This design comes from an exercise in tuning for small area, a short achievable clock period and few clock cycles per item on the open sky130 flow, not from production work.
RTL that was checked went through simulation tests only; none was proved equivalent to the original.
No functional check of the RTL was part of run 1.
Power figures rest on the tool's default switching activity, not on a simulated workload.

[design/flow/design.v]
`default_nettype none
package sawt_pkg;
  localparam int SEQ_W  = 24;
  localparam int SESS_W = 8;
  localparam int MASK_W = 64;
  localparam int STS_W  = 3;
  typedef enum logic [1:0] {
    OP_INCOMING = 2'd0,
    OP_OUTGOING = 2'd1,
    OP_NOACK    = 2'd2,
    OP_CLEAR    = 2'd3
  } op_t;
  typedef enum logic [STS_W-1:0] {
    STS_OK          = 3'd0,
    STS_BAD_SESSION = 3'd1,
    STS_BAD_SEQ     = 3'd2,
    STS_FATAL_GAP   = 3'd3,
    STS_NOT_CONN    = 3'd4,
    STS_TABLE_FULL  = 3'd5
  } sts_t;
  localparam logic KIND_STATUS = 1'b0;
  localparam logic KIND_NOTE   = 1'b1;
  typedef enum logic [2:0] {
    S_IDLE,
    S_SCAN,
    S_CMP,
    S_NOTE,
    S_STATUS
  } state_t;
  typedef struct packed {
    logic             seq_ok;
    logic             any;
    logic [SEQ_W-1:0] last;
  } rxw_stat_t;
  function automatic logic [SEQ_W:0] inc25(input logic [SEQ_W:0] a);
    logic [SEQ_W:0] c;
    logic [SEQ_W:0] t;
    c = a;
    for (int l = 0; l < 5; l++) begin
      t = c;
      for (int i = 0; i <= SEQ_W; i++) begin
        if (i >= (1 << l)) begin
          c[i] = t[i] & t[i - (1 << l)];
        end
      end
    end
    inc25[0] = !a[0];
    for (int i = 1; i <= SEQ_W; i++) begin
      inc25[i] = a[i] ^ c[i-1];
    end
  endfunction
endpackage
`default_nettype wire
`default_nettype none
module sawt_ram #(
  parameter int WIDTH = 24,
  parameter int DEPTH = 32
) (
  input  wire logic                     clk,
  input  wire logic                     we,
  input  wire logic [DEPTH-1:0]         wsel,
  input  wire logic [WIDTH-1:0]         wdata,
  input  wire logic [WIDTH-1:0]         key,
  output logic      [DEPTH-1:0]         match
);
  logic [WIDTH-1:0] mem_r [DEPTH];
  always_ff @(posedge clk) begin
    for (int i = 0; i < DEPTH; i++) begin
      if (we && wsel[i]) begin
        mem_r[i] <= wdata;
      end
    end
  end
  always_comb begin
    for (int i = 0; i < DEPTH; i++) begin
      match[i] = (mem_r[i] == key);
    end
  end
endmodule
`default_nettype wire
`default_nettype none
module sawt_add25 (
  input  wire logic [24:0] a,
  input  wire logic [24:0] b,
  input  wire logic        cin,
  output logic      [24:0] sum,
  output logic             cout
);
  logic [24:0] g, p;
  logic [24:0] gl [6];
  logic [24:0] pl [6];
  always_comb begin
    g = a & b;
    p = a ^ b;
    gl[0] = g;
    pl[0] = p;
    gl[0][0] = g[0] | (p[0] & cin);
    for (int l = 0; l < 5; l++) begin
      for (int i = 0; i < 25; i++) begin
        if (i >= (1 << l)) begin
          gl[l+1][i] = gl[l][i] | (pl[l][i] & gl[l][i - (1 << l)]);
          pl[l+1][i] = pl[l][i] & pl[l][i - (1 << l)];
        end else begin
          gl[l+1][i] = gl[l][i];
          pl[l+1][i] = pl[l][i];
        end
      end
    end
    sum[0] = p[0] ^ cin;
    for (int i = 1; i < 25; i++) begin
      sum[i] = p[i] ^ gl[5][i-1];
    end
    cout = gl[5][24];
  end
endmodule
`default_nettype wire
`default_nettype none
module seq_ack_window_tracker #(
  parameter int ACK_WIDTH    = 64,
  parameter int FLIGHT_DEPTH = 32,
  parameter int RX_WINDOW    = 128
) (
  input  wire logic                          clk,
  input  wire logic                          rst_n,
  input  wire logic                          cfg_wr_en,
  input  wire logic [sawt_pkg::SESS_W-1:0]   cfg_wr_data,
  input  wire logic                          in_valid,
  output logic                               in_stall,
  input  wire logic [1:0]                    in_operation,
  input  wire logic [sawt_pkg::SESS_W-1:0]   in_hdr_session,
  input  wire logic [sawt_pkg::SEQ_W-1:0]    in_hdr_seq,
  input  wire logic                          in_hdr_ack_valid,
  input  wire logic [sawt_pkg::SEQ_W-1:0]    in_hdr_highest_ack,
  input  wire logic [sawt_pkg::MASK_W-1:0]   in_hdr_ack_mask,
  output logic                               out_valid,
  input  wire logic                          out_stall,
  output logic                               out_kind,
  output logic [sawt_pkg::STS_W-1:0]         out_status,
  output logic [sawt_pkg::SEQ_W-1:0]         out_seq,
  output logic                               out_acked,
  output logic                               out_rx_seq_valid,
  output logic [sawt_pkg::SEQ_W-1:0]         out_rx_seq,
  output logic [sawt_pkg::MASK_W-1:0]        out_rx_bitmap,
  output logic                               out_connected,
  output logic                               out_last
);
  localparam int SW = sawt_pkg::SEQ_W;
  localparam int ND = FLIGHT_DEPTH;
  localparam int AW = $clog2(ACK_WIDTH);
  logic [sawt_pkg::SESS_W-1:0] session_r;
  logic            inq_v;
  logic [1:0]      inq_op;
  logic            inq_sok;
  logic [SW-1:0]   inq_seq;
  logic            inq_ackv;
  logic [SW-1:0]   inq_high;
  logic [ACK_WIDTH-1:0] inq_mask;
  logic [SW-1:0]   last_r;
  logic            any_r;
  logic [ACK_WIDTH-1:0] bits_r;
  logic [SW-1:0]   txn_r;        
  logic [SW:0]     pstart_r;     
  logic            link_r;
  logic [ND-1:0]   used_r;
  logic [ND-1:0]   noack_r;
  logic            p2_v;
  logic            p2_walk;
  logic [2:0]      p2_sts;
  logic            p2_rx;
  logic            p2_full;
  logic [SW-1:0]   p2_cur;
  logic [AW-1:0]   p2_cnt;
  logic [ACK_WIDTH-1:0] p2_mask;
  logic            p2_bupd;
  logic            p2_bclr;
  logic            p2_shz;
  logic [AW-1:0]   p2_sh;
  logic [ND-1:0]   m_r;
  logic            out_valid_r;
  logic            out_kind_r;
  logic [2:0]      out_status_r;
  logic [SW-1:0]   out_seq_r;
  logic            out_acked_r;
  logic            out_rxv_r;
  logic [SW-1:0]   out_rxs_r;
  logic            out_rxb_r;
  logic            out_conn_r;
  logic [SW:0]     sh;
  logic [SW:0]     span;
  logic            span_nb;
  logic            rx_ok, span_ok, fatal;
  logic            dummy_c;
  sawt_add25 u_sh (
    .a   ({1'b0, inq_seq}),
    .b   (any_r ? {1'b1, ~last_r} : {(SW+1){1'b0}}),
    .cin (1'b1),
    .sum (sh),
    .cout(dummy_c)
  );
  sawt_add25 u_span (
    .a   ({1'b0, inq_high}),
    .b   (~pstart_r),
    .cin (1'b1),
    .sum (span),
    .cout(span_nb)
  );
  always_comb begin
    rx_ok   = (sh != '0) && (sh <= (SW+1)'(RX_WINDOW));
    span_ok = span_nb;
    fatal   = span_ok && (span[SW:AW] != '0);
  end
  logic          free_found;
  logic [ND-1:0] free_oh;
  always_comb begin
    logic seen;
    seen = 1'b0;
    for (int i = 0; i < ND; i++) begin
      free_oh[i] = !used_r[i] && !seen;
      seen       = seen || !used_r[i];
    end
    free_found = seen;
  end
  logic          out_free;
  logic          p2_step;
  logic [ND-1:0] hit;
  logic [ND-1:0] hit_oh;
  logic          hit_any, hit_nack;
  always_comb begin
    logic seen;
    hit  = m_r & used_r;
    seen = 1'b0;
    for (int i = 0; i < ND; i++) begin
      hit_oh[i] = hit[i] && !seen;
      seen      = seen || hit[i];
    end
    hit_any  = seen;
    hit_nack = |(hit_oh & noack_r);
  end
  assign out_free = !out_valid_r || !out_stall;
  assign p2_step  = p2_v && out_free;
  logic p1_go;
  assign p1_go    = inq_v && (!p2_v || (p2_step && !p2_walk));
  assign in_stall = inq_v && !p1_go;
  logic [SW-1:0] key;
  logic [SW-1:0] p2_inc;
  logic [SW:0]   high_inc;
  logic [SW:0]   txn_inc;
  logic [SW:0]   full_inc;
  assign p2_inc   = SW'(sawt_pkg::inc25({1'b0, p2_cur}));
  assign high_inc = sawt_pkg::inc25({1'b0, inq_high});
  assign txn_inc  = sawt_pkg::inc25({1'b0, txn_r});
  assign full_inc = sawt_pkg::inc25({6'b0, pstart_r[SW-1:5]});
  logic [ND-1:0] match;
  logic          tbl_we;
  assign key = p2_walk ? p2_inc : pstart_r[SW-1:0];
  sawt_ram #(.WIDTH(SW), .DEPTH(ND)) u_flight (
    .clk  (clk),
    .we   (tbl_we),
    .wsel (free_oh),
    .wdata(txn_r),
    .key  (key),
    .match(match)
  );
  always_comb begin
    tbl_we = p1_go && (inq_op == sawt_pkg::OP_OUTGOING) && link_r && free_found;
  end
  always_ff @(posedge clk) begin
    if (!rst_n) begin
      session_r   <= '0;
      inq_v       <= 1'b0;
      last_r      <= '0;
      any_r       <= 1'b0;
      bits_r      <= '1;
      txn_r       <= '0;
      pstart_r    <= '0;
      link_r      <= 1'b1;
      used_r      <= '0;
      noack_r     <= '0;
      p2_v        <= 1'b0;
      p2_walk     <= 1'b0;
      p2_bupd     <= 1'b0;
      p2_bclr     <= 1'b0;
      out_valid_r <= 1'b0;
    end else begin
      if (cfg_wr_en) begin
        session_r <= cfg_wr_data;
      end
      if (!in_stall) begin
        inq_v <= in_valid;
      end
      if (out_free) begin
        out_valid_r <= 1'b0;
      end
      if (p2_step) begin
        if (p2_bupd) begin
          p2_bupd <= 1'b0;
          if (p2_bclr) begin
            bits_r <= '1;
          end else begin
            bits_r    <= p2_shz ? '0 : (bits_r << p2_sh);
            bits_r[0] <= 1'b1;
          end
        end
        if (p2_walk) begin
          if (hit_any && !hit_nack) begin
            out_valid_r <= 1'b1;
            used_r      <= used_r & ~hit_oh;
          end
          if (p2_cnt == '0) begin
            p2_walk <= 1'b0;
          end
        end else begin
          out_valid_r <= 1'b1;
          p2_v        <= 1'b0;
        end
      end
      if (p1_go) begin
        p2_v    <= 1'b1;
        p2_walk <= 1'b0;
        p2_bupd <= 1'b0;
        p2_bclr <= 1'b0;
        case (inq_op)
          sawt_pkg::OP_INCOMING: begin
            if (inq_sok && rx_ok) begin
              last_r  <= inq_seq;
              any_r   <= 1'b1;
              p2_bupd <= 1'b1;
              if (inq_ackv) begin
                if (fatal) begin
                  link_r <= 1'b0;
                end else begin
                  pstart_r <= high_inc;
                  if (span_ok) begin
                    p2_walk <= 1'b1;
                  end
                end
              end
            end
          end
          sawt_pkg::OP_OUTGOING: begin
            if (link_r) begin
              if (free_found) begin
                txn_r   <= txn_inc[SW-1:0];
                used_r  <= used_r | free_oh;
                noack_r <= noack_r & ~free_oh;
              end else begin
                p2_walk  <= 1'b1;
                link_r   <= 1'b0;
                pstart_r <= (pstart_r[SW-1:0] == 24'hFFFFE0) ? {1'b1, 24'h0} :
                            {1'b0, full_inc[SW-6:0], pstart_r[4:0]};
              end
            end
          end
          sawt_pkg::OP_NOACK: begin
            noack_r <= noack_r | used_r;
          end
          default: begin
            last_r   <= '0;
            any_r    <= 1'b0;
            p2_bupd  <= 1'b1;
            p2_bclr  <= 1'b1;
            txn_r    <= '0;
            pstart_r <= '0;
            link_r   <= 1'b1;
            used_r   <= '0;
            noack_r  <= '0;
          end
        endcase
      end
      if (!in_stall) begin
        inq_sok <= (in_hdr_session == session_r);
      end
    end
  end
  always_ff @(posedge clk) begin
    if (!in_stall) begin
      inq_op   <= in_operation;
      inq_seq  <= in_hdr_seq;
      inq_ackv <= in_hdr_ack_valid;
      inq_high <= in_hdr_highest_ack;
      inq_mask <= in_hdr_ack_mask;
    end
    if (p1_go) begin
      p2_sts  <= sawt_pkg::STS_OK;
      p2_rx   <= 1'b0;
      p2_full <= 1'b0;
      p2_cur  <= pstart_r[SW-1:0];
      p2_cnt  <= span[AW-1:0];
      p2_mask <= inq_mask;
      p2_shz  <= (sh[SW:AW] != '0);
      p2_sh   <= sh[AW-1:0];
      m_r     <= match;
      case (inq_op)
        sawt_pkg::OP_INCOMING: begin
          if (!inq_sok) begin
            p2_sts <= sawt_pkg::STS_BAD_SESSION;
          end else if (!rx_ok) begin
            p2_sts <= sawt_pkg::STS_BAD_SEQ;
          end else if (inq_ackv && fatal) begin
            p2_sts <= sawt_pkg::STS_FATAL_GAP;
          end
        end
        sawt_pkg::OP_OUTGOING: begin
          if (!link_r) begin
            p2_sts <= sawt_pkg::STS_NOT_CONN;
          end else if (free_found) begin
            p2_rx  <= 1'b1;
            p2_cur <= txn_r;
          end else begin
            p2_sts  <= sawt_pkg::STS_TABLE_FULL;
            p2_full <= 1'b1;
            p2_cnt  <= AW'(ND - 1);
          end
        end
        default: begin
        end
      endcase
    end else if (p2_step && p2_walk) begin
      p2_cur <= p2_inc;
      p2_cnt <= p2_cnt - AW'(1);
      m_r    <= match;
    end
    if (p2_step) begin
      out_kind_r   <= p2_walk;
      out_status_r <= p2_walk ? sawt_pkg::STS_OK : p2_sts;
      out_seq_r    <= (p2_walk || p2_rx) ? p2_cur : '0;
      out_acked_r  <= p2_walk && !p2_full && p2_mask[p2_cnt];
      out_rxv_r    <= !p2_walk && p2_rx && any_r;
      out_rxs_r    <= (!p2_walk && p2_rx && any_r) ? last_r : '0;
      out_rxb_r    <= !p2_walk && p2_rx;
      out_conn_r   <= link_r;
    end
  end
  assign out_valid        = out_valid_r;
  assign out_kind         = out_kind_r;
  assign out_status       = out_status_r;
  assign out_seq          = out_seq_r;
  assign out_acked        = out_acked_r;
  assign out_rx_seq_valid = out_rxv_r;
  assign out_rx_seq       = out_rxs_r;
  assign out_rx_bitmap    = out_rxb_r ? bits_r : '0;
  assign out_connected    = out_conn_r;
  assign out_last         = !out_kind_r;
endmodule
`default_nettype wire
[design/flow/run.sh]
#!/bin/bash
# synth_recipe.tcl (not shown) runs the flow's synth.tcl, then flattens the netlist and writes it again
# the make line also repeats each setting of config.mk as NAME=value (left out here)
make -C /OpenROAD-flow-scripts/flow DESIGN_CONFIG=/design/flow/config.mk WORK_HOME=/design/flow/orfs CLKGATE_MAP_FILE= SYNTH_SCRIPT=/design/flow/synth_recipe.tcl finish
[design/flow/config.mk]
export PLATFORM = sky130hd
export DESIGN_NAME = seq_ack_window_tracker
export DESIGN_NICKNAME = seq_ack_window_tracker
export VERILOG_FILES = /design/flow/design.v
export SDC_FILE = /design/flow/constraint.sdc
export NUM_CORES = 4
export LEC_CHECK = 0
export CAP_MARGIN = 20
export CORE_MARGIN = 2
export CORE_UTILIZATION = 40
export SETUP_SLACK_MARGIN = 4.0
export SLEW_MARGIN = 20
[design/flow/constraint.sdc]
create_clock -name core_clock -period 7.0 [get_ports {clk}]
set_input_delay 1.4000 -clock core_clock [delete_from_list [all_inputs] [get_ports {clk}]]
set_output_delay 1.4000 -clock core_clock [all_outputs]
set_load 0.01 [all_outputs]
==> qor.yml, run 1 <==
drt:
  wirelength_um: 203000
  detail_route.drc_violations: 0
  drt_first_iter_violations: 4891
  route.detailed.wl_per_inst_um: 26.5
  vias: 44400
  vias_per_cell: 5.80
  first_pass_iters: 5
  final_antenna_net_count: 0
layout:
  finish.utilization_pct: 51.0
  area_delta_synth_final_pct: 26.5
  layoutNonFillerInstCount: 7666
  num-fill-cells: 13000
  finish.net_count: 5718
  drive_gt1_share_pct: 21.8
  final_area_um2: 77600
setup_path:
  buf_inv_stages_crit_path: 4
  cp-start-kind: "register"
  crit_family: "simple AND/OR/NAND/NOR gates"
  timing.critical_path.required_ns: 7.69
  cp.arrival_ns: 4.57
  critical_path.cell_chain: "inv_1 -> ha_2 -> inv_2 -> fa_2 -> a21o_1 -> a21oi_2 -> xnor2_2 -> or4_1 -> or4_4 -> nor4_4 -> a21oi_2 -> and3_4 -> a41o_4 -> buf_12 -> buf_16 -> and3_4 -> o32ai_2"
  timing.critical_path.to_type: "register"
  cpPeakStageDelay_ns: 0.49
  ff2ff_setup_slack_ns: 3.12
  library_cell_contributing_the_largest_single_delay_on_the_critical_path: "sky130_fd_sc_hd__or4_4"
  setup.worst_path.class: "reg -> reg"
  cp_max_fo: 6
clocking:
  cts.htree.levels: 4
  clk_pin_slew_worst_paths_ns: 0.06
  tritoncts_clock_tree: "yes"
  clock_tree.buffer_depth: 3
  holdBufCountCts: 0
  cts_num_sinks: 1294
  ctsRootBufferMaster: "sky130_fd_sc_hd__clkbuf_16"
  clock_latency_ns: 0.80
  numCtsBuffers: 144
sta:
  relSlewSlack_pct: 23.6
  sum_neg_setup_slack_ns: 0
  finalCritPeriodShare_pct: 55.4
  clock_skew_ns: 0.0309
  setup_repair_after_global_routing_missed_its_margin: "true"
  period_minus_slack_ns: 3.88
  setup-violations-final: 0
  fin_hold_ws_ns: 0.397
  max_clock_freq_mhz: 258
  timing_hold_violations_final: 0
  slew_violations: 0
  tightestPinTransition_ns: 1.14
  fin_ws_ns: 3.12
synthesis:
  netlist.area_leader.share_pct: 52.8
  synthesis.area_um2: 61400
  synth.avg_cell_area_um2: 12.3
  synth_top_cells_by_area: "sky130_fd_sc_hd__edfxtp_1 53%, sky130_fd_sc_hd__dfxtp_1 7.0%, sky130_fd_sc_hd__xnor2_1 6.7%"
  top_reg_cell_synth: "sky130_fd_sc_hd__edfxtp_1"
  async_flop_share_pct: 0
  synth_area_leader_cell: "sky130_fd_sc_hd__edfxtp_1"
  synthDistinctLibCells: 98
  ys_seq_area_share_pct: 59.8
  flop_and_latch_count_out_of_synthesis: 1294
  postSynthNetCount: 5168
  netlist_instances: 4971
  yosys_warnings: 6
  synth_enable_flop_cells: 1078
run_status:
  outcome: "complete, no violations"
floorplanning:
  die_area_um2: 157000
  fp.dieH_um: 396
  row_count: 143
  effective_utilization_at_floorplan_pct: 40.3
  top_level_ports: 258
  area_of_the_core_um2: 152000
  die_width_um: 396
grt:
  grt_ovf: 0
  grt_antenna_before_repair: 9
  grt_max_degree: 117
  grt_util_all_layers_pct: 25.0
  via_count_of_the_first_global_routing_pass: 42100
  global_route_wire_length_before_repair_um: 290000
place:
  placement.cell_area_um2: 67100
  portBuffers: 257
  gp_congestion: 0.912
  place_hpwl_um: 112000
  placed_cells: 7084
  detailedPlace.worstSlack_ns: 1.85
power_and_ir_drop:
  pwr-share-seq_pct: 49.7
  power_density_nw_per_um2: 219
  static-leakage-power_nw: 29.0
  clockPowerShare_pct: 43.0
  power.internal_mw: 13.0
  power.ir.vdd_worst_mv: 0.251
  sw_frac_of_total_pct: 23.6
  p_total_mw: 17.0
  p_switching_mw: 4.01
  pwr-share-comb_pct: 7.3
job:
  maxCapViolations: 0
min_path:
  holdCritPathClass: "reg -> reg"
[cell usage in the layout, fill, tap and decap left out, types with 20 or more instances in the layout]
cell,synthesis,final
sky130_fd_sc_hd__edfxtp_1,1078,1078
sky130_fd_sc_hd__xnor2_1,469,466
sky130_fd_sc_hd__xor2_1,360,357
sky130_fd_sc_hd__nand2_1,360,349
sky130_fd_sc_hd__nor2_1,293,267
sky130_fd_sc_hd__buf_4,2,237
sky130_fd_sc_hd__o21ai_0,190,187
sky130_fd_sc_hd__dfxtp_1,216,176
sky130_fd_sc_hd__a21oi_1,207,173
sky130_fd_sc_hd__clkbuf_16,0,150
sky130_fd_sc_hd__nand3_1,151,135
sky130_fd_sc_hd__nand4_1,133,133
sky130_fd_sc_hd__clkdlybuf4s50_1,0,133
sky130_fd_sc_hd__buf_6,4,119
sky130_fd_sc_hd__mux2i_1,98,94
sky130_fd_sc_hd__inv_1,82,74
sky130_fd_sc_hd__a211oi_1,79,70
sky130_fd_sc_hd__and2_4,1,67
sky130_fd_sc_hd__nor2b_1,73,67
sky130_fd_sc_hd__nor4_2,4,67
sky130_fd_sc_hd__mux4_2,67,67
sky130_fd_sc_hd__buf_12,0,66
sky130_fd_sc_hd__o211ai_1,59,59
sky130_fd_sc_hd__and3_1,67,57
sky130_fd_sc_hd__dlygate4sd2_1,0,55
sky130_fd_sc_hd__nor3_1,60,39
sky130_fd_sc_hd__nor3_4,0,33
sky130_fd_sc_hd__clkbuf_1,228,33
sky130_fd_sc_hd__nor4_1,107,32
sky130_fd_sc_hd__ha_1,59,30
sky130_fd_sc_hd__nor2_4,0,28
sky130_fd_sc_hd__dfxtp_2,0,28
sky130_fd_sc_hd__clkinv_1,1,27
sky130_fd_sc_hd__o21a_1,24,23
sky130_fd_sc_hd__a21oi_4,0,23
sky130_fd_sc_hd__a221oi_1,30,23
sky130_fd_sc_hd__clkinv_2,0,22
sky130_fd_sc_hd__nand2b_1,21,20
sky130_fd_sc_hd__and2_1,85,20
[cells in the mapped netlist (all sizes together) (10+ instances only)]
| master | number |
|---|---|
| edfxtp | 1078 |
| xnor2 | 469 |
| nand2 | 362 |
| xor2 | 360 |
| nor2 | 293 |
| clkbuf | 228 |
| dfxtp | 216 |
| a21oi | 208 |
| o21ai | 205 |
| nand3 | 152 |
| nand4 | 133 |
| nor4 | 111 |
| mux2i | 98 |
| and2 | 87 |
| inv | 84 |
| a211oi | 83 |
| nor2b | 75 |
| and3 | 68 |
| mux4 | 67 |
| nor3 | 63 |
| o211ai | 60 |
| ha | 59 |
| buf | 56 |
| a221oi | 30 |
| o21a | 24 |
| nand2b | 21 |
| a31oi | 20 |
| or3 | 20 |
| o32ai | 18 |
| o22ai | 17 |
| a21o | 13 |
| a22oi | 13 |
| mux2 | 11 |
| a2111oi | 10 |
| a32o | 10 |
[final cells by class]
| type | count | area [µm²] | area share, % |
|---|---|---|---|
| sequential | 1294 | 36800 | 47.4 |
| multi-input combinational | 3341 | 26200 | 33.8 |
| timing repair buffer | 651 | 7150 | 9.22 |
| clock buffer | 182 | 3820 | 4.92 |
| tap | 2030 | 2540 | 3.27 |
| clock inverter | 77 | 703 | 0.906 |
| inverter | 85 | 359 | 0.463 |
| timing repair inverter | 4 | 28.8 | 0.0371 |
| antenna | 2 | 5.00 | 0.00645 |
[registers in the layout, indices dropped and copies added, names as in the netlist, 2 cells and up]
name,count
bits_r,63
inq_high,24
inq_mask,64
inq_op,2
inq_seq,24
last_r,24
m_r,32
noack_r,32
out_rxs_r,24
out_seq_r,24
out_status_r,3
p2_cnt,6
p2_cur,24
p2_mask,64
p2_sh,6
p2_sts,3
pstart_r,25
session_r,8
txn_r,24
u_flight.mem_r,768
used_r,32
[power by group through the flow]
stage,clock network [mW],logic [mW],registers (mW)
6_report,7.31,1.24,8.46
5_1_grt,7.74,1.32,8.46
4_1_cts,7.42,1.13,8.45
3_5_place_dp,0,0.990,8.62
3_3_place_gp,0,0.988,8.62
2_1_floorplan,0,0.637,8.58
[cells by family after synthesis]
kind of cell,synth area share (%)
and+or+nand+nor,11.6
AOI/OAI and AO/OA,8.79
xor gates and xnor gates,11.8
buffers and inverters,2.40
muxes,4.26
DFF,59.8
adders and majority gates,1.27
[per-layer routing]
| layer | share of wire, % | up-vias | GRT usage (%) |
|---|---|---|---|
| met5 | 0.0064 | - | 0 |
| met4 | 3.1 | 2 | 8.15 |
| met3 | 8.1 | 354 | 4.22 |
| met2 | 47 | 2101 | 40.5 |
| met1 | 41 | 22400 | 34.3 |
| li1 | - | 19600 | - |
[timing repair]
action                     in CTS  in global routing
gates resized for setup       738                250
cloned                         50                  6
setup endpoints to repair    1180                800
buffers inserted              194                 71
hold endpoints to repair        0                  0
pin swaps                     117                 80
[path summary, 6_finish.rpt]
kind / start / endpoint / cells after the start
setup / recovery: inq_seq[0]$_DFFE_PN_ / pstart_r[12]$_SDFFE_PN0P_ / 17
hold / removal: inq_mask[58]$_DFFE_PN_ / p2_mask[58]$_DFFE_PP_ / 0
setup reg to reg: inq_seq[0]$_DFFE_PN_ / pstart_r[12]$_SDFFE_PN0P_ / 17
hold reg to reg: inq_mask[58]$_DFFE_PN_ / p2_mask[58]$_DFFE_PP_ / 0
==> run 2: changes to the inputs <==
--- a/design/flow/design.v
+++ b/design/flow/design.v
@@ -34,19 +34,2 @@
   } rxw_stat_t;
-  function automatic logic [SEQ_W:0] inc25(input logic [SEQ_W:0] a);
-    logic [SEQ_W:0] c;
-    logic [SEQ_W:0] t;
-    c = a;
-    for (int l = 0; l < 5; l++) begin
-      t = c;
-      for (int i = 0; i <= SEQ_W; i++) begin
-        if (i >= (1 << l)) begin
-          c[i] = t[i] & t[i - (1 << l)];
-        end
-      end
-    end
-    inc25[0] = !a[0];
-    for (int i = 1; i <= SEQ_W; i++) begin
-      inc25[i] = a[i] ^ c[i-1];
-    end
-  endfunction
 endpackage
@@ -244,13 +227,5 @@
   logic [SW-1:0] key;
-  logic [SW-1:0] p2_inc;
-  logic [SW:0]   high_inc;
-  logic [SW:0]   txn_inc;
-  logic [SW:0]   full_inc;
-  assign p2_inc   = SW'(sawt_pkg::inc25({1'b0, p2_cur}));
-  assign high_inc = sawt_pkg::inc25({1'b0, inq_high});
-  assign txn_inc  = sawt_pkg::inc25({1'b0, txn_r});
-  assign full_inc = sawt_pkg::inc25({6'b0, pstart_r[SW-1:5]});
   logic [ND-1:0] match;
   logic          tbl_we;
-  assign key = p2_walk ? p2_inc : pstart_r[SW-1:0];
+  assign key = p2_walk ? (p2_cur + SW'(1)) : pstart_r[SW-1:0];
   sawt_ram #(.WIDTH(SW), .DEPTH(ND)) u_flight (
@@ -331,3 +306,3 @@
                 end else begin
-                  pstart_r <= high_inc;
+                  pstart_r <= {1'b0, inq_high} + (SW+1)'(1);
                   if (span_ok) begin
@@ -342,3 +317,3 @@
               if (free_found) begin
-                txn_r   <= txn_inc[SW-1:0];
+                txn_r   <= txn_r + SW'(1);
                 used_r  <= used_r | free_oh;
@@ -348,4 +323,3 @@
                 link_r   <= 1'b0;
-                pstart_r <= (pstart_r[SW-1:0] == 24'hFFFFE0) ? {1'b1, 24'h0} :
-                            {1'b0, full_inc[SW-6:0], pstart_r[4:0]};
+                pstart_r <= {1'b0, pstart_r[SW-1:0] + SW'(ND - 1)} + (SW+1)'(1);
               end
@@ -418,3 +392,3 @@
     end else if (p2_step && p2_walk) begin
-      p2_cur <= p2_inc;
+      p2_cur <= p2_cur + SW'(1);
       p2_cnt <= p2_cnt - AW'(1);
--- a/design/flow/config.mk
+++ b/design/flow/config.mk
@@ -10,3 +10,2 @@
 export CORE_UTILIZATION = 40
-export SETUP_SLACK_MARGIN = 4.0
 export SLEW_MARGIN = 20
==> qor.yml, run 2 <==
run_status:
  outcome: "complete, no violations"  # unchanged
layout:
  largest_register_ff_count: 768  # unchanged
  top_reg_by_flops: "u_flight.mem_r"  # unchanged
  layout_top_registers: "u_flight.mem_r: 768 flops, inq_mask: 64 flops, p2_mask: 64 flops"  # unchanged
  num-fill-cells: 13700  # was 13.0k
  multi_input_area_um2: 24100  # was 26200 µm²
  area_delta_synth_final_pct: 16.7  # was 26.5%
  layout.cells.most_common_list: "1078 x sky130_fd_sc_hd__edfxtp_1, 568 x sky130_fd_sc_hd__xnor2_1, 320 x sky130_fd_sc_hd__nand2_1"  # was 1078 x sky130_fd_sc_hd__edfxtp_1, 466 x sky130_fd_sc_hd__xnor2_1, 357 x sky130_fd_sc_hd__xor2_1
  sequential_cell_area_um2: 36700  # was 36800 µm²
  drive_gt1_share_pct: 10.6  # was 21.8%
  final_common_cell: "sky130_fd_sc_hd__edfxtp_1"  # unchanged
  finish.net_count: 5468  # was 5718
setup_path:
  timing.critical_path.required_ns: 5.60  # was 7.69 ns
  cp-start-kind: "register"  # unchanged
  cpPeakStageDelay_ns: 0.68  # was 0.49 ns
  library_cell_contributing_the_largest_single_delay_on_the_critical_path: "sky130_fd_sc_hd__clkinv_1"  # was sky130_fd_sc_hd__or4_4
  critical_path.cell_chain: "clkinv_1 -> buf_4 -> a21boi_0 -> nand2_4 -> inv_1 -> clkdlybuf4s50_1"  # was inv_1 -> ha_2 -> inv_2 -> fa_2 -> a21o_1 -> a21oi_2 -> xnor2_2 -> or4_1 -> or4_4 -> nor4_4 -> a21oi_2 -> and3_4 -> a41o_4 -> buf_12 -> buf_16 -> and3_4 -> o32ai_2
  ff2ff_setup_slack_ns: 1.90  # was 3.12 ns
  timing.critical_path.to_type: "output pin"  # was register
  cp.arrival_ns: 3.85  # was 4.57 ns
  cp_max_fo: 15  # was 6
  setup.worst_path.class: "reg -> out"  # was reg -> reg
floorplanning:
  die_area_um2: 157000  # about the same
  top_level_ports: 258  # unchanged
  fp.dieH_um: 397  # was 396 µm
  row_count: 144  # was 143
  area_of_the_core_um2: 154000  # was 152000 µm²
  die_width_um: 397  # was 396 µm
  effective_utilization_at_floorplan_pct: 40.2  # was 40.3%
clocking:
  clock_tree.buffer_depth: 3  # unchanged
  cts_num_sinks: 1294  # unchanged
  post_cts_resize_count: 0  # was 738
  ctsRootBufferMaster: "sky130_fd_sc_hd__clkbuf_16"  # unchanged
  setup_repair_bufs_after_cts: 0  # was 194
  clock_latency_ns: 0.80  # about the same
  clk_pin_slew_worst_paths_ns: 0.06  # about the same
  numCtsBuffers: 143  # was 144
  tritoncts_clock_tree: "yes"  # unchanged
  holdBufCountCts: 0  # unchanged
  cts.htree.levels: 4  # unchanged
grt:
  grt_ovf: 0  # unchanged
  grt_util_all_layers_pct: 22.8  # was 25.0%
  via_count_of_the_first_global_routing_pass: 40600  # was 42.1k
  global_route_wire_length_before_repair_um: 269000  # was 290000 µm
  grt_max_degree: 86  # was 117
  grt_antenna_before_repair: 2  # was 9
synthesis:
  postSynthNetCount: 5213  # was 5168
  flop_and_latch_count_out_of_synthesis: 1294  # unchanged
  synthesis.area_um2: 61700  # was 61400 µm²
  synth.most_common_cell: "sky130_fd_sc_hd__edfxtp_1"  # unchanged
  yosys-top-cells-count: "1078 x sky130_fd_sc_hd__edfxtp_1, 568 x sky130_fd_sc_hd__xnor2_1, 323 x sky130_fd_sc_hd__nand2_1"  # was 1078 x sky130_fd_sc_hd__edfxtp_1, 469 x sky130_fd_sc_hd__xnor2_1, 360 x sky130_fd_sc_hd__nand2_1, 360 x sky130_fd_sc_hd__xor2_1, 293 x sky130_fd_sc_hd__nor2_1
  synth.avg_cell_area_um2: 12.3  # about the same
  yosys_warnings: 6  # unchanged
  ys_seq_area_share_pct: 59.5  # was 59.8%
  async_flop_share_pct: 0  # unchanged
  synth_area_leader_cell: "sky130_fd_sc_hd__edfxtp_1"  # unchanged
  netlist_instances: 5016  # was 4971
  top_reg_cell_synth: "sky130_fd_sc_hd__edfxtp_1"  # unchanged
  synth_top_cells_by_area: "sky130_fd_sc_hd__edfxtp_1 52%, sky130_fd_sc_hd__xnor2_1 8.1%, sky130_fd_sc_hd__dfxtp_1 7.0%"  # was sky130_fd_sc_hd__edfxtp_1 53%, sky130_fd_sc_hd__dfxtp_1 7.0%, sky130_fd_sc_hd__xnor2_1 6.7%
  netlist.area_leader.share_pct: 52.5  # was 52.8%
  synthDistinctLibCells: 97  # was 98
  synth_enable_flop_cells: 1078  # unchanged
sta:
  timing_hold_violations_final: 0  # unchanged
  tightestPinTransition_ns: 1.17  # was 1.14 ns
  max_clock_freq_mhz: 191  # was 258 MHz
  clock_skew_ns: 0.0371  # was 0.0309 ns
  sum_neg_setup_slack_ns: 0  # unchanged
  fin_ws_ns: 1.75  # was 3.12 ns
  relSlewSlack_pct: 22.1  # was 23.6%
  setup-violations-final: 0  # unchanged
  slew_violations: 0  # unchanged
  period_minus_slack_ns: 5.25  # was 3.88 ns
  finalCritPeriodShare_pct: 75.0  # was 55.4%
  setup_repair_after_global_routing_missed_its_margin: "false"  # was true
power_and_ir_drop:
  static-leakage-power_nw: 25.1  # was 29.0 nW
  power.ir.vdd_worst_mv: 0.210  # was 0.251 mV
  power_density_nw_per_um2: 241  # was 219 nW/µm²
drt:
  detail_route.drc_violations: 0  # unchanged
  vias: 41800  # was 44.4k
  drt_first_iter_violations: 4268  # was 4891
  vias_per_cell: 5.63  # was 5.80
  final_antenna_net_count: 0  # unchanged
  wirelength_um: 182000  # was 203000 µm
  first_pass_iters: 6  # was 5
  route.detailed.wl_per_inst_um: 24.5  # was 26.5 µm
place:
  gp_congestion: 0.901  # was 0.912
  portBuffers: 257  # unchanged
  place_hpwl_um: 116000  # was 112000 µm
  detailedPlace.worstSlack_ns: 1.77  # was 1.85 ns
job:
  maxCapViolations: 0  # unchanged
min_path:
  holdCritPathClass: "reg -> reg"  # unchanged
-- run 2: changes by cell type after synthesis, sizes merged, moves of 30 or more --
cell    before  now
a22o         0   30
nor3        63   96
a21oi      208  246
o211ai      60   20
mux2i       98   67
xor2       360  303
nand2      362  324
xnor2      469  568
-- run 2: final cells by class --
class | instances | share of cell area, %
antenna | 1 | 0.00348
timing repair buffer | 402 | 5.19
inverter | 81 | 0.424
multi-input combinational | 3349 | 33.4
tap | 2044 | 3.55
clock buffer | 185 | 5.32
clock inverter | 76 | 1.10
sequential | 1294 | 51.0
-- run 2: cells by family (layout without fill, tap and decap cells) --
logic type               count (synthesis)  in the layout  share of synthesized area (%)
AO/OA/AOI/OAI                          826            826                           8.55
XOR/XNOR                               871            871                           12.4
adder cells (fa/ha/maj)                 61             61                           1.26
buffers and inverters                  373            744                           2.34
flip-flops                            1294           1294                           59.5
multiplexers                           172            172                           4.26
other                                    0              1                              0
AND/OR/NAND/NOR                       1419           1419                           11.8
-- run 2: routing by layer --
layer / up-vias / routed length (µm) / track usage [%]
li1: 19100 / - / -
met1: 20900 / 80300 / 31.8
met2: 1597 / 85500 / 36.9
met3: 255 / 11700 / 3.21
met4: 0 / 4730 / 6.66
met5: - / 0 / 0
-- run 2: path summary, 6_finish.rpt --
| path | start | end | depth (start not counted) |
|---|---|---|---|
| worst min-delay path | inq_mask[22]$_DFFE_PN_ | p2_mask[22]$_DFFE_PP_ | 0 |
| worst min register to register | inq_mask[22]$_DFFE_PN_ | p2_mask[22]$_DFFE_PP_ | 0 |
| worst max register to register | any_r$_SDFFE_PN0P_ | pstart_r[8]$_SDFFE_PN0P_ | 15 |
| worst max-delay path | p2_walk$_SDFFE_PN0P_ | in_stall | 6 |
-- run 2: power by group --
part	switching, mW	total [mW]	internal [mW]
clock network	3.18	7.42	4.24
registers	0.0912	8.47	8.38
logic	0.889	1.49	0.602
-- run 2: through the flow --
step           hold WS [ns]  util (%)  power [mW]  cell area (µm²)  std cells
6_report              0.416      46.8        17.4            72000       7432
5_1_grt               0.420      46.8        17.9            72000       7431
4_1_cts               0.410      46.8        17.5            71900       7429
3_5_place_dp          0.405      43.8        10.1            67300       7168
3_3_place_gp          0.400      43.8        10.1            67300       7167
2_1_floorplan         0.400         -        9.53            61700       5016
-- run 2: critical path: cells and delay by family, from the launching register on --
kind / cells / cell delay, ns
AO/OA/AOI/OAI: 1 / 0.47
flip-flops: 1 / 0.64
AND/OR/NAND/NOR: 1 / 0.11
buffers and inverters: 4 / 1.83
Testbench counts of run 2, summed over its fixed seeds: cycles 11,803, items 8,000.

afterwards: timing with drivers on the ports:
Ports are ideal in the flow. The routed layouts listed here were re-timed in OpenROAD.
Step 1 assumes that a clkbuf_16 drives the clock port and a buf_2 every other input.
Step 2 also shifts input and output timing later by t, the mid clock arrival at the registers, as if the neighbouring blocks saw the same clock.
Three values: ideal ports, drivers, drivers and shift; two values: the first two.
run | shift t [ns] | setup WS [ns] | worst register clock-pin slew, ns
run 1 | 0.866 | 3.119 / 3.119 / 3.119 | 0.06 / 0.06
run 2 | 0.857 | 1.753 / 1.675 / 1.758 | 0.06 / 0.06
After both steps setup and hold are still met in every run listed.
